Source: an optimization exercise on an open RTL-to-GDS flow (aim: small area, a short achievable clock period and few clock cycles per item). Production flows keep margins and buffers that such runs may drop.
In this exercise RTL edits were held to simulation tests only and were not proved equivalent to the original.
No activity file was given, so power comes from the tool's default toggle rates.

==> design/flow/design.v <==
`timescale 1ns / 1ps
package acm_pkg;
    localparam int MAX_PATTERN = 64;
    localparam int ADDR_W      = $clog2(MAX_PATTERN);
    localparam int IDX_W       = $clog2(MAX_PATTERN + 1);
    localparam int POS_W       = 16;
    typedef enum logic {
        CMD_PATTERN = 1'b0,
        CMD_TEXT    = 1'b1
    } cmd_t;
endpackage
`timescale 1ns / 1ps
module acm_ram #(
    parameter int WIDTH = 8,
    parameter int DEPTH = 64
) (
    input  logic                     aclk,
    input  logic                     we,
    input  logic [$clog2(DEPTH)-1:0] waddr,
    input  logic [WIDTH-1:0]         wdata,
    input  logic [$clog2(DEPTH)-1:0] raddr,
    output logic [WIDTH-1:0]         rdata
);
    logic [WIDTH-1:0] mem [DEPTH];
    always_ff @(posedge aclk) begin
        if (we) begin
            mem[waddr] <= wdata;
        end
        rdata <= mem[raddr];
    end
endmodule
`timescale 1ns / 1ps
module apostolico_crochemore_matcher_core (
    input  logic             aclk,
    input  logic             aresetn,
    input  logic             s_valid,
    output logic             s_ready,
    input  logic             s_cmd,
    input  logic [7:0]       s_data,
    input  logic             s_last,
    output logic             m_valid,
    input  logic             m_ready,
    output logic             m_found,
    output logic [acm_pkg::POS_W-1:0] m_position
);
    localparam int N     = acm_pkg::MAX_PATTERN;    
    localparam int AW    = acm_pkg::ADDR_W;         
    localparam int IW    = acm_pkg::IDX_W;          
    localparam int POS_W = acm_pkg::POS_W;
    logic             s_ready_q;
    logic             iv, icmd, ilast;
    logic [7:0]       idata;
    logic             acc;
    assign acc = s_valid && s_ready_q;
    always_ff @(posedge aclk) begin
        idata <= s_data;
        icmd  <= s_cmd;
        ilast <= s_last;
        iv    <= aresetn && acc;
    end
    logic             loading, have, fresh;
    logic [IW-1:0]    kcnt;         
    logic [AW-1:0]    mm1;          
    logic [AW-1:0]    wc;           
    logic [POS_W-1:0] poscnt;
    logic [AW-1:0]    h, hl;        
    logic [IW-1:0]    idx;
    logic             pat_beat, txt_beat, text_exec, wr;
    logic [AW-1:0]    mm1_new;
    assign idx       = loading ? kcnt : '0;
    assign pat_beat  = iv && !icmd;
    assign txt_beat  = iv && icmd;
    assign text_exec = txt_beat && have;
    assign wr        = pat_beat && !idx[IW-1];
    assign mm1_new   = idx[IW-1] ? AW'(N - 1) : idx[AW-1:0];
    logic             loading_n;
    logic [IW-1:0]    kcnt_n;
    logic [AW-1:0]    h_n, hl_n;
    always_comb begin
        loading_n = loading;
        kcnt_n    = kcnt;
        if (pat_beat) begin
            loading_n = !ilast;
            kcnt_n    = idx[IW-1] ? idx : idx + IW'(1);
        end
        h_n  = (wr && idx == '0) ? '0 : h + AW'(1);
        hl_n = wr ? '0 : hl + AW'(1);
    end
    always_ff @(posedge aclk) begin
        if (!aresetn) begin
            loading <= 1'b0;
            have    <= 1'b0;
            fresh   <= 1'b1;
            kcnt    <= '0;
            h       <= '0;
            hl      <= '0;
        end else begin
            loading <= loading_n;
            kcnt    <= kcnt_n;
            h       <= h_n;
            hl      <= hl_n;
            if (pat_beat) begin
                have  <= ilast;
                fresh <= 1'b1;
            end else if (text_exec) begin
                fresh <= ilast;
            end
        end
    end
    always_ff @(posedge aclk) begin
        if (pat_beat && ilast) begin
            mm1    <= mm1_new;
            wc     <= mm1_new;
            poscnt <= '0;
        end else if (text_exec) begin
            if (ilast) begin
                wc     <= mm1;
                poscnt <= '0;
            end else if (wc != '0) begin
                wc <= wc - AW'(1);
            end else begin
                poscnt <= poscnt + POS_W'(1);
            end
        end
    end
    logic [7:0] ring [N];
    always_ff @(posedge aclk) begin
        ring[0] <= wr ? idata : ring[N-1];
        for (int s = 1; s < N; s++) ring[s] <= ring[s-1];
    end
    logic [N-1:0] g, first, lastp;
    genvar gs;
    generate
        for (gs = 0; gs < N; gs++) begin : g_slot
            logic eq;
            assign eq        = (ring[gs] == idata);
            assign first[gs] = (h == AW'(gs));
            assign lastp[gs] = (hl == AW'((gs + 1) % N));
            always_ff @(posedge aclk) begin
                if (text_exec) begin
                    g[gs] <= (first[gs] || (g[gs] && !fresh)) && eq;
                end else begin
                    g[gs] <= g[(gs + N - 1) % N];
                end
            end
        end
    endgenerate
    logic             rv, rhave;
    logic [POS_W-1:0] rpos;
    logic             rfound;
    always_ff @(posedge aclk) begin
        if (!aresetn) begin
            rv <= 1'b0;
        end else begin
            rv <= txt_beat;
        end
        rhave <= have;
        if (text_exec && wc == '0) begin
            rpos <= poscnt;
        end else begin
            rpos <= '0;
        end
    end
    assign rfound = rhave && |(g & lastp);
    logic             ov;
    logic [POS_W:0]   od;
    logic [POS_W:0]   q [3];
    logic [1:0]       qrd, qwr, qcnt;
    logic [2:0]       cnt;
    logic             out_free, pop, push_q, q_take;
    logic [POS_W:0]   rres;
    assign rres     = {rfound, rpos};
    assign pop      = ov && m_ready;
    assign out_free = !ov || m_ready;
    assign q_take   = out_free && (qcnt != '0);
    assign push_q   = rv && !(out_free && qcnt == '0);
    always_ff @(posedge aclk) begin
        if (out_free) begin
            od <= (qcnt != '0) ? q[qrd] : rres;
        end
        if (push_q) begin
            q[qwr] <= rres;
        end
    end
    logic [2:0] cnt_n;
    logic       space_n;
    logic [IW-1:0] idx_a;
    logic          pat_a, wr_a, loading_a, full_a, hl0_a;
    always_comb begin
        cnt_n = cnt + {2'b0, acc} - {2'b0, pop} - {2'b0, pat_beat};
        space_n = (cnt_n <= 3'd3);
        idx_a     = loading_n ? kcnt_n : '0;
        pat_a     = acc && !s_cmd;
        wr_a      = pat_a && !idx_a[IW-1];
        loading_a = pat_a ? !s_last : loading_n;
        full_a    = pat_a ? idx_a[IW-1] || idx_a == IW'(N - 1) : kcnt_n[IW-1];
        hl0_a     = wr_a || (hl_n == AW'(N - 1));
    end
    always_ff @(posedge aclk) begin
        if (!aresetn) begin
            ov        <= 1'b0;
            qrd       <= '0;
            qwr       <= '0;
            qcnt      <= '0;
            cnt       <= '0;
            s_ready_q <= 1'b1;
        end else begin
            if (out_free) begin
                ov <= (qcnt != '0) || rv;
            end
            if (q_take) begin
                qrd <= (qrd == 2'd2) ? 2'd0 : qrd + 2'd1;
            end
            if (push_q) begin
                qwr <= (qwr == 2'd2) ? 2'd0 : qwr + 2'd1;
            end
            qcnt      <= qcnt + {1'b0, push_q} - {1'b0, q_take};
            cnt       <= cnt_n;
            s_ready_q <= space_n && (!loading_a || full_a || hl0_a);
        end
    end
    assign s_ready    = s_ready_q;
    assign m_valid    = ov;
    assign m_found    = od[POS_W];
    assign m_position = od[POS_W-1:0];
endmodule
==> design/flow/run.sh <==
#!/bin/bash
# synth_recipe.tcl (not shown) runs the flow's synth.tcl, then flattens the netlist and writes it again
# the make line also repeats each setting of config.mk as NAME=value (left out here)
make -C /OpenROAD-flow-scripts/flow DESIGN_CONFIG=/design/flow/config.mk WORK_HOME=/design/flow/orfs CLKGATE_MAP_FILE= SYNTH_SCRIPT=/design/flow/synth_recipe.tcl finish
==> design/flow/config.mk <==
export PLATFORM = sky130hd
export DESIGN_NAME = apostolico_crochemore_matcher_core
export DESIGN_NICKNAME = apostolico_crochemore_matcher_core
export VERILOG_FILES = /design/flow/design.v
export SDC_FILE = /design/flow/constraint.sdc
export NUM_CORES = 4
export LEC_CHECK = 0
export CAP_MARGIN = 20
export CORE_MARGIN = 2
export CORE_UTILIZATION = 40
export SETUP_SLACK_MARGIN = 5
export SLEW_MARGIN = 20
==> design/flow/constraint.sdc <==
create_clock -name core_clock -period 8.0 [get_ports {aclk}]
set_input_delay 1.6000 -clock core_clock [delete_from_list [all_inputs] [get_ports {aclk}]]
set_output_delay 1.6000 -clock core_clock [all_outputs]
set_load 0.01 [all_outputs]
==> impl_metrics.ini, run 1 <==
[status]
outcome = finished clean

[synth]
syn_nets = 2248
synthArstFlopShare_pct = 0
synthCells = 2215
ys.flop_type = dfxtp_1
synth_area_leader_cell = dfxtp_1
syn_avg_cell_area_um2 = 11.6
yosys_warnings = 2
ys_top_cells_by_area = dfxtp_1 (51%), xor2_1 (18%), edfxtp_1 (9.4%)
synth_edf_count = 80
ys_ff_latch = 736
synth_area_um2 = 25700
synth.top_cell.area_share_pct = 51.2
synth-seq-area-share_pct = 60.5
yosysUniqueCellTypes = 61

[run]
cap_violations = 0

[place]
pre_cts_ws_ps = 4260
place.detailed.hpwl_um = 36100
io_buffers = 32
place.gp.congestion = 0.798

[clock_tree]
cts_tree = built
h-tree-depth = 3
clock_sinks = 736
ctsHoldBuffers = 0
cts_root_buffer = clkbuf_16
insertion_delay_ps = 600
numCtsBuffers = 73
clk_pin_slew_ps = 70
cts_buffer_depth = 3

[critical_path]
reg2reg_depth = 8
rr_startpoint = hl[0]
end_kind = flip-flop
worst-setup-path-type = in2reg
crit_path_start_kind = input port
cp_max_fo = 2
regToRegSetupSlack_ps = 5230
worstPathRequired_ps = 8480
r2r-end = od[16]
arrival_ps = 3390

[global_route]
track_usage_pct = 16.9
grt_pass1_vias = 16000
overflow = 0
grt_pass1_wl_um = 88500
grt_max_degree = 107
antenna_found_initial = 0

[timing]
rsz0062_at_grt = no
finalCriticalPeriod_ps = 2900
relSlewSlack_pct = 30.1
finalSetupViolCount = 0
finalClockSkew_ps = 12.8
fmax_mhz = 344
final_hold_viol_count = 0
tightest_slew_ps = 1050
setup_slack_ps = 5100
post-route-period-util_pct = 36.3
finalSetupTns_ps = 0
slew_viol_final = 0

[min_path]
hp-start = ring[58][5]
hold_path.class = reg2reg
min_to = ring[59][5]
hold_path_depth = 0

[detailed_routing]
vias_per_cell = 4.92
dr.pass1.iters = 6
drc = 0
dr.first_iter.drc_count = 887
wl_per_cell_um = 17.8
vias = 15400
totalWireLength_um = 55600
ant_nets = 0

[cells_and_area]
area_growth_pct = 13.8
drive_gt1_share_pct = 8.05
utilization_pct = 46.2
fillers = 5683
diodes = 0
fin_nets = 2250

[floorplanning]
coreArea_um2 = 63200
die_w_um = 257
die-area_um2 = 66200
die_y_um = 257
pin_count = 33
start_util_pct = 40.6
row_count = 92

[power_and_ir_drop]
vdd_drop_max_v = 0.000166
powerDensity_nw_per_um2 = 290
power.leakage_nw = 12.3
[flip-flops by register name, summed over array words and instances (netlist names), 2 cells and up, named ones only]
register  count
kcnt          7
q            51
rpos         16
poscnt       16
qrd           2
hl            6
od           17
idata         8
qcnt          2
wc            6
ring        512
qwr           2
cnt           3
h             6
g            64
mm1           6
[final cells by class]
type                            instances  area, um^2  area share (%)
Multi-Input combinational cell       1271        9370            32.1
Inverter                               89         335            1.15
Timing Repair Buffer                   46         399            1.37
Tap cell                              846        1060            3.62
Clock inverter                         27         268           0.917
Sequential cell                       736       15600            53.3
Clock buffer                          104        2210            7.57
[stage by stage]
stage	cell area, um^2	instances	power (mW)	hold slack (ps)
after floorplan	25800	2215	4.82	349
after global placement	26700	2987	5.09	351
after detailed placement	26700	2987	5.11	353
after CTS	29200	3119	8.55	351
after global routing	29200	3119	8.83	359
final	29200	3119	8.48	352
[critical path: stages]
cell           delay [ps]
dlygate4sd2_1         250
and2_4                160
fa_2                  510
inv_1                  40
ha_2                  170
ha_2                  180
xnor2_2               170
xnor2_1               120
and2_1                150
a21oi_1                50
[Yosys cell counts, types with 18 or more instances]
cell type and number:
o21ai_0 97, clkbuf_1 58, edfxtp_1 80, a21oi_1 30, and2_1 29, buf_2 56, nand4_1 74, nor4_1 129
nand2_1 73, ha_1 18, nor2_1 58, dfxtp_1 656, o22ai_1 69, xor2_1 530, mux2i_1 24, inv_1 88
[placed cells by master (no fill, tap or decap), drive strengths merged, types with 5 or more instances in the layout]
cell	n
dfxtp	656
xor2	530
nor4	131
clkbuf	104
o21ai	97
inv	90
edfxtp	80
nand4	74
nand2	73
o22ai	69
nor2	58
a21oi	32
and2	29
mux2i	24
dlygate4sd2	21
clkinv	18
ha	18
buf	14
nand3	13
mux2	13
nor2b	11
clkdlybuf4s50	11
xnor2	11
a22oi	8
and3	8
nor3	7
o21a	6
a221oi	5
[report_power, final]
group	switching [mW]	internal (mW)	total [mW]
Clock	1.41	2.06	3.47
Combinational	0.427	0.342	0.769
Sequential	0.232	4.01	4.24
Total	2.07	6.41	8.48
[routing by layer]
layer  up-vias  global-route usage, %  wire, um  share of wire [%]
met5         -                      0         0                  0
met4         0                   5.56      1520                2.7
met1      7400                   22.1     25700                 46
li1       7544                      -         -                  -
met2       316                   28.1     26100                 47
met3       100                   3.00      2180                3.9
[cell families after synthesis]
family / Yosys count / synth area share (%)
buf+inv: 208 / 3.42
fa+ha+maj: 19 / 0.956
flops: 736 / 60.5
mux: 37 / 1.51
xor+xnor: 541 / 18.5
compound gates: 250 / 5.91
simple gates: 424 / 9.20
[worst max path at each step]
stage,startpoint,endpoint,slack [ps]
after floorplan,m_ready,s_ready_q,4860
after global placement,s_valid,s_ready_q,4330
after detailed placement,s_valid,s_ready_q,4260
after CTS,od[11],m_position[11],5080
after global routing,m_ready,q[2][16],5000
final,m_ready,s_ready_q,5100
[repair_timing]
action                     4_1_cts  5_1_grt
pin swaps                        0        1
setup buffers                    1        0
setup endpoints to repair       55        9
gates resized for setup         25        1
Testbench counts, summed over its fixed seeds: cycles 28,267, text beats 26,169.
==> inputs of run 2 (changes only) <==
--- a/design/flow/config.mk
+++ b/design/flow/config.mk
@@ -7,2 +7,3 @@
 export LEC_CHECK = 0
+export ABC_CLOCK_PERIOD_IN_PS = 2700
 export CAP_MARGIN = 20
==> run 2 against run 1 <==
Largest power group unchanged. Via count unchanged. Clock power about the same. Clock-buffer cell count unchanged. Routed wire length unchanged. Still clean. Synthesized cell count stayed put. Critical path depth unchanged. Register-to-register slack about the same.
==> impl_metrics.ini, run 2 <==
[critical_path]
slowest_stage = fa_2
crit_cells = 10
crit_start = m_ready
regToRegSetupSlack_ps = 5230
worst-setup-path-type = in2reg
crit_path_start_kind = input port
end_kind = flip-flop
endpoint = s_ready_q
worstPathRequired_ps = 8480
rr_startpoint = hl[0]
path_buf_inv = 2
crit_family = adder cells
r2r-end = od[16]
crit_top_cell = ha_2
reg2reg_depth = 8
cp_max_fo = 2
path_cells = dlygate4sd2_1, and2_4, fa_2, inv_1, ha_2, ha_2, xnor2_2, xnor2_1, and2_1, a21oi_1
max_stage_delay_ps = 510
arrival_ps = 3390

[global_route]
antenna_found_initial = 0
grt_pass1_wl_um = 88500
grt_pass1_vias = 16000
overflow = 0
track_usage_pct = 16.9
grt_max_degree = 107

[clock_tree]
numCtsBuffers = 73
ctsHoldBuffers = 0
clk_pin_slew_ps = 70
cts_root_buffer = clkbuf_16
clock_sinks = 736
insertion_delay_ps = 600
h-tree-depth = 3
cts_buffer_depth = 3
cts_tree = built

[place]
pre_cts_ws_ps = 4260
post_dp_cell_area_um2 = 26700
place.gp.congestion = 0.798
post-place-cells = 2987
place.detailed.hpwl_um = 36100
io_buffers = 32

[synth]
synth.most_common_cell = dfxtp_1
syn_avg_cell_area_um2 = 11.6
synth_common_cells = dfxtp_1 (656), xor2_1 (530), nor4_1 (129)
synthCells = 2215
ys_top_cells_by_area = dfxtp_1 (51%), xor2_1 (18%), edfxtp_1 (9.4%)
synth_area_leader_cell = dfxtp_1
synth.top_cell.area_share_pct = 51.2
synth_edf_count = 80
synthArstFlopShare_pct = 0
yosysUniqueCellTypes = 61
syn_nets = 2248
synth-seq-area-share_pct = 60.5
ys_ff_latch = 736
synth_area_um2 = 25700
yosys_warnings = 2
ys.flop_type = dfxtp_1

[cells_and_area]
diodes = 0
fin_area_um2 = 29200
layout_common_cells = dfxtp_1 (647), xor2_1 (530), nor4_1 (129), o21ai_0 (96), inv_1 (88)
top_register = ring
area_growth_pct = 13.8
layout.cells.non_filler = 3119
fin_nets = 2250
drive_gt1_share_pct = 8.05
final_common_cell = dfxtp_1
largestRegisters = ring (512), g (64), q (51)
largest_register_ffs = 512

[timing]
rsz0062_at_grt = no
slew_viol_final = 0
tightest_slew_ps = 1050
relSlewSlack_pct = 30.1
setup_slack_ps = 5100
finalSetupViolCount = 0
finalCriticalPeriod_ps = 2900
final_hold_viol_count = 0
post-route-period-util_pct = 36.3
fmax_mhz = 344
finalClockSkew_ps = 12.8
finalSetupTns_ps = 0

[floorplanning]
die-area_um2 = 66200
die_w_um = 257
start_util_pct = 40.6
pin_count = 33
die_y_um = 257
row_count = 92
coreArea_um2 = 63200

[run]
cap_violations = 0

[detailed_routing]
vias_per_cell = 4.92
totalWireLength_um = 55600
wl_per_cell_um = 17.8
dr.first_iter.drc_count = 887
drc = 0
vias = 15400
ant_nets = 0
dr.pass1.iters = 6

[power_and_ir_drop]
p_sw_share_pct = 24.4
powerDensity_nw_per_um2 = 290
p_total_mw = 8.48
p_int_mw = 6.41
power_switching_mw = 2.07
clockPowerShare_pct = 40.9
vdd_drop_max_v = 0.000166
p_comb_share_pct = 9.1
power.leakage_nw = 12.3
pwr-share-seq_pct = 50.0

[status]
outcome = finished clean

[min_path]
hold_path.class = reg2reg
run 2: cell counts after synthesis:
No cell type changed its count.
run 2: worst min-delay path by stage:
| stage | from | end | slack [ps] | depth (start not counted) |
|---|---|---|---|---|
| 4_1_cts | ring[58][5] | ring[59][5] | 350 | 0 |
| 6_report | ring[58][5] | ring[59][5] | 350 | 0 |
| 3_5_place_dp | ring[54][5] | ring[55][5] | 350 | 0 |
| 5_1_grt | ring[35][4] | ring[36][4] | 360 | 0 |
| 2_1_floorplan | ring[9][0] | ring[10][0] | 350 | 0 |
| 3_3_place_gp | ring[59][7] | ring[60][7] | 350 | 0 |
run 2: kinds of logic after synthesis:
family | Yosys count | synth area share (%)
AO/OA/AOI/OAI | 250 | 5.91
AND/OR/NAND/NOR | 424 | 9.20
flip-flops | 736 | 60.5
multiplexers | 37 | 1.51
buffers and inverters | 208 | 3.42
adder cells (fa/ha/maj) | 19 | 0.956
XOR/XNOR | 541 | 18.5
run 2: final cells by class:
class | instances | area [um^2]
timing repair buffer | 46 | 399
inverter | 89 | 335
fill | 5683 | 34000
clock buffer | 104 | 2210
sequential | 736 | 15600
tap | 846 | 1060
multi-input combinational | 1271 | 9370
clock inverter | 27 | 268
run 2: per-layer routing:
layer	wire [um]	global-route usage (%)	share of wire (%)
met1	25700	22.1	46
met2	26100	28.1	47
met3	2180	3.00	3.9
met4	1520	5.56	2.7
met5	0	0	0
run 2: stage by stage:
step | utilization (%) | hold WS (ps)
detailed placement | 42.3 | 353
global placement | 42.3 | 351
floorplan | - | 349
CTS | 46.2 | 351
global route | 46.2 | 359
finish | 46.2 | 352
run 2: repair_timing:
item,CTS,global route
pin swaps,0,1
endpoints found under the setup margin,55,9
setup buffers,1,0
resized for setup,25,1
run 2: power groups by stage:
stage	registers, mW	logic [mW]	clock network, mW
floorplan	4.22	0.601	0
global placement	4.32	0.775	0
detailed placement	4.32	0.791	0
CTS	4.24	0.770	3.55
global route	4.26	0.868	3.69
finish	4.24	0.769	3.47
==> inputs of run 3 (changes only) <==
--- a/design/flow/config.mk
+++ b/design/flow/config.mk
@@ -7,3 +7,2 @@
 export LEC_CHECK = 0
-export ABC_CLOCK_PERIOD_IN_PS = 2700
 export CAP_MARGIN = 20
@@ -11,3 +10,2 @@
 export CORE_UTILIZATION = 40
-export SETUP_SLACK_MARGIN = 5
 export SLEW_MARGIN = 20
==> run 3 against run 2 <==
Clock skew grew 10 ps. Power grew 0.75%. Setup slack lost 690 ps. Maximum frequency shrank 19%. Core utilization is essentially flat. Flip-flop and latch count is the same. Die area is the same. Clock-buffer cell count shrank 5. Via count grew 0.35%.
==> impl_metrics.ini, run 3 <==
[synth]
synth_common_cells = dfxtp_1 (656), xor2_1 (530), nor4_1 (129)
synthArstFlopShare_pct = 0
ys_top_cells_by_area = dfxtp_1 (51%), xor2_1 (18%), edfxtp_1 (9.4%)
synth_area_um2 = 25700
synth-seq-area-share_pct = 60.5
syn_nets = 2248
synth_area_leader_cell = dfxtp_1
synth_edf_count = 80
synth.top_cell.area_share_pct = 51.2
ys_ff_latch = 736
synth.most_common_cell = dfxtp_1
synthCells = 2215
yosys_warnings = 2
ys.flop_type = dfxtp_1
syn_avg_cell_area_um2 = 11.6
yosysUniqueCellTypes = 61

[clock_tree]
clk_pin_slew_ps = 60
numCtsBuffers = 73
cts_resized = 0
cts_root_buffer = clkbuf_16
insertion_delay_ps = 620
h-tree-depth = 3
clock_sinks = 736
cts_tree = built
ctsHoldBuffers = 0
cts_setup_buffers = 0
cts_buffer_depth = 3

[cells_and_area]
fin_area_um2 = 29200
layout_common_cells = dfxtp_1 (646), xor2_1 (530), nor4_1 (129), o21ai_0 (97), inv_1 (88)
diodes = 0
final_common_cell = dfxtp_1
largestRegisters = ring (512), g (64), q (51)
area_growth_pct = 13.7
utilization_pct = 46.2
drive_gt1_share_pct = 7.38
largest_register_ffs = 512
layout.cells.non_filler = 3121
top_register = ring
fin_nets = 2250

[power_and_ir_drop]
clockPowerShare_pct = 41.4
power_switching_mw = 2.08
power.leakage_nw = 12.2
pwr-share-seq_pct = 49.4
p_sw_share_pct = 24.4
p_comb_share_pct = 9.2
p_total_mw = 8.54
vdd_drop_max_v = 0.000164
powerDensity_nw_per_um2 = 293
p_int_mw = 6.46

[floorplanning]
die_y_um = 257
row_count = 92
coreArea_um2 = 63200
pin_count = 33
die_w_um = 257
die-area_um2 = 66200
start_util_pct = 40.6

[place]
post_dp_cell_area_um2 = 26700
place.detailed.hpwl_um = 35700
pre_cts_ws_ps = 3550
place.gp.congestion = 0.807
io_buffers = 32
post-place-cells = 2988

[detailed_routing]
dr.first_iter.drc_count = 921
dr.pass1.iters = 5
wl_met3_um = 2800
m1WireLength_um = 26200
topRoutingLayerUsed = met4
ant_nets = 0
vias = 15400
drc = 0
vias_per_cell = 4.94
met2_length_um = 25000
totalWireLength_um = 55700
wl_per_cell_um = 17.8

[timing]
finalSetupTns_ps = 0
setup_slack_ps = 4400
tightest_slew_ps = 1140
holdWs_ps = 348
relSlewSlack_pct = 24.1
finalSetupViolCount = 0
post-route-period-util_pct = 45.0
fmax_mhz = 278
finalCriticalPeriod_ps = 3600
slew_viol_final = 0
final_hold_viol_count = 0
finalClockSkew_ps = 23.2
rsz0062_at_grt = no

[min_path]
hold_path_depth = 0
hold_path.class = reg2reg
hp-start = ring[46][3]

[global_route]
grt_max_degree = 76
grt_pass1_vias = 15700
track_usage_pct = 16.8
overflow = 0
grt_pass1_wl_um = 87600
antenna_found_initial = 0

[critical_path]
worstPathRequired_ps = 8500
reg2reg_depth = 10
end_kind = flip-flop
worst-setup-path-type = in2reg
arrival_ps = 4100
crit_path_start_kind = input port
rr_startpoint = icmd
cp_max_fo = 19
crit_start = m_ready
regToRegSetupSlack_ps = 4680

[run]
cap_violations = 0

[status]
outcome = finished clean
-- run 3: cell counts after synthesis --
Identical to the previous run, type by type.
-- run 3: cell families (layout without fill, tap and decap cells) --
kind of cell | Yosys count | after routing | share of synthesized area (%)
buffers and inverters | 208 | 268 | 3.42
xor gates and xnor gates | 541 | 541 | 18.5
muxes | 37 | 37 | 1.51
adders and majority gates | 19 | 19 | 0.956
DFF | 736 | 736 | 60.5
and+or+nand+nor | 424 | 424 | 9.20
AOI/OAI and AO/OA | 250 | 250 | 5.91
-- run 3: layer usage --
layer / GRT usage, % / vias up
met4: 5.85 / 0
met1: 23.0 / 7411
li1: - / 7548
met2: 26.5 / 349
met3: 3.11 / 105
met5: 0 / -
-- run 3: final timing paths --
check | to
hold reg to reg | ring[47][3]
setup reg to reg | s_ready_q
setup / recovery | qcnt[1]
hold / removal | ring[47][3]
-- run 3: cell type report --
class | count | area (um^2)
clock buffer | 99 | 2100
clock inverter | 34 | 422
fill | 5739 | 34000
inverter | 89 | 334
multi-input combinational | 1271 | 9280
sequential | 736 | 15600
tap | 846 | 1060
timing repair buffer | 46 | 425
-- run 3: worst max-delay path: stages --
cell	delay [ps]
clkdlybuf4s50_1	480
nand2b_1	620
o21ai_0	390
inv_1	160
ha_1	240
inv_1	60
ha_1	150
xnor2_1	140
xnor2_1	100
and2_1	150
-- run 3: power groups by stage --
stage / Combinational [mW] / Sequential [mW] / Clock [mW]
2_1_floorplan: 0.583 / 4.21 / 0
4_1_cts: 0.794 / 4.22 / 3.61
6_report: 0.789 / 4.22 / 3.54
3_3_place_gp: 0.770 / 4.30 / 0
3_5_place_dp: 0.787 / 4.30 / 0
5_1_grt: 0.882 / 4.24 / 3.76

==> port drivers added, routing unchanged <==
Ports are ideal in the flow. The routed layouts listed here were re-timed in OpenROAD. Step 1 (the two cells are an assumption about what drives the block):
set clk [get_ports {aclk}]
set_driving_cell -lib_cell sky130_fd_sc_hd__clkbuf_16 $clk
set_driving_cell -lib_cell sky130_fd_sc_hd__buf_2 [delete_from_list [all_inputs] $clk]
Step 2 moves the port delays by t, midway between the first and last clock arrival at a register: inputs arrive t later, outputs are due t later. That takes back most of the time a late clock gives input paths. Three values: no drivers, after step 1, after step 2; two values: the first two.
run	t, ns	setup slack, ns	latest minus earliest clock arrival (ns)	pins driven straight from the clock port
run 1	0.656	5.095 / 5.073 / 4.481	0.014 / 0.014	1
run 2	0.656	5.095 / 5.073 / 4.481	0.014 / 0.014	1
run 3	0.665	4.400 / 4.436 / 3.770	0.031 / 0.031	1
After both steps every run listed still meets setup and hold. For run 3, which loses most, drivers alone change the setup slack by +0.036 ns; drivers and shift together by -0.630 ns.
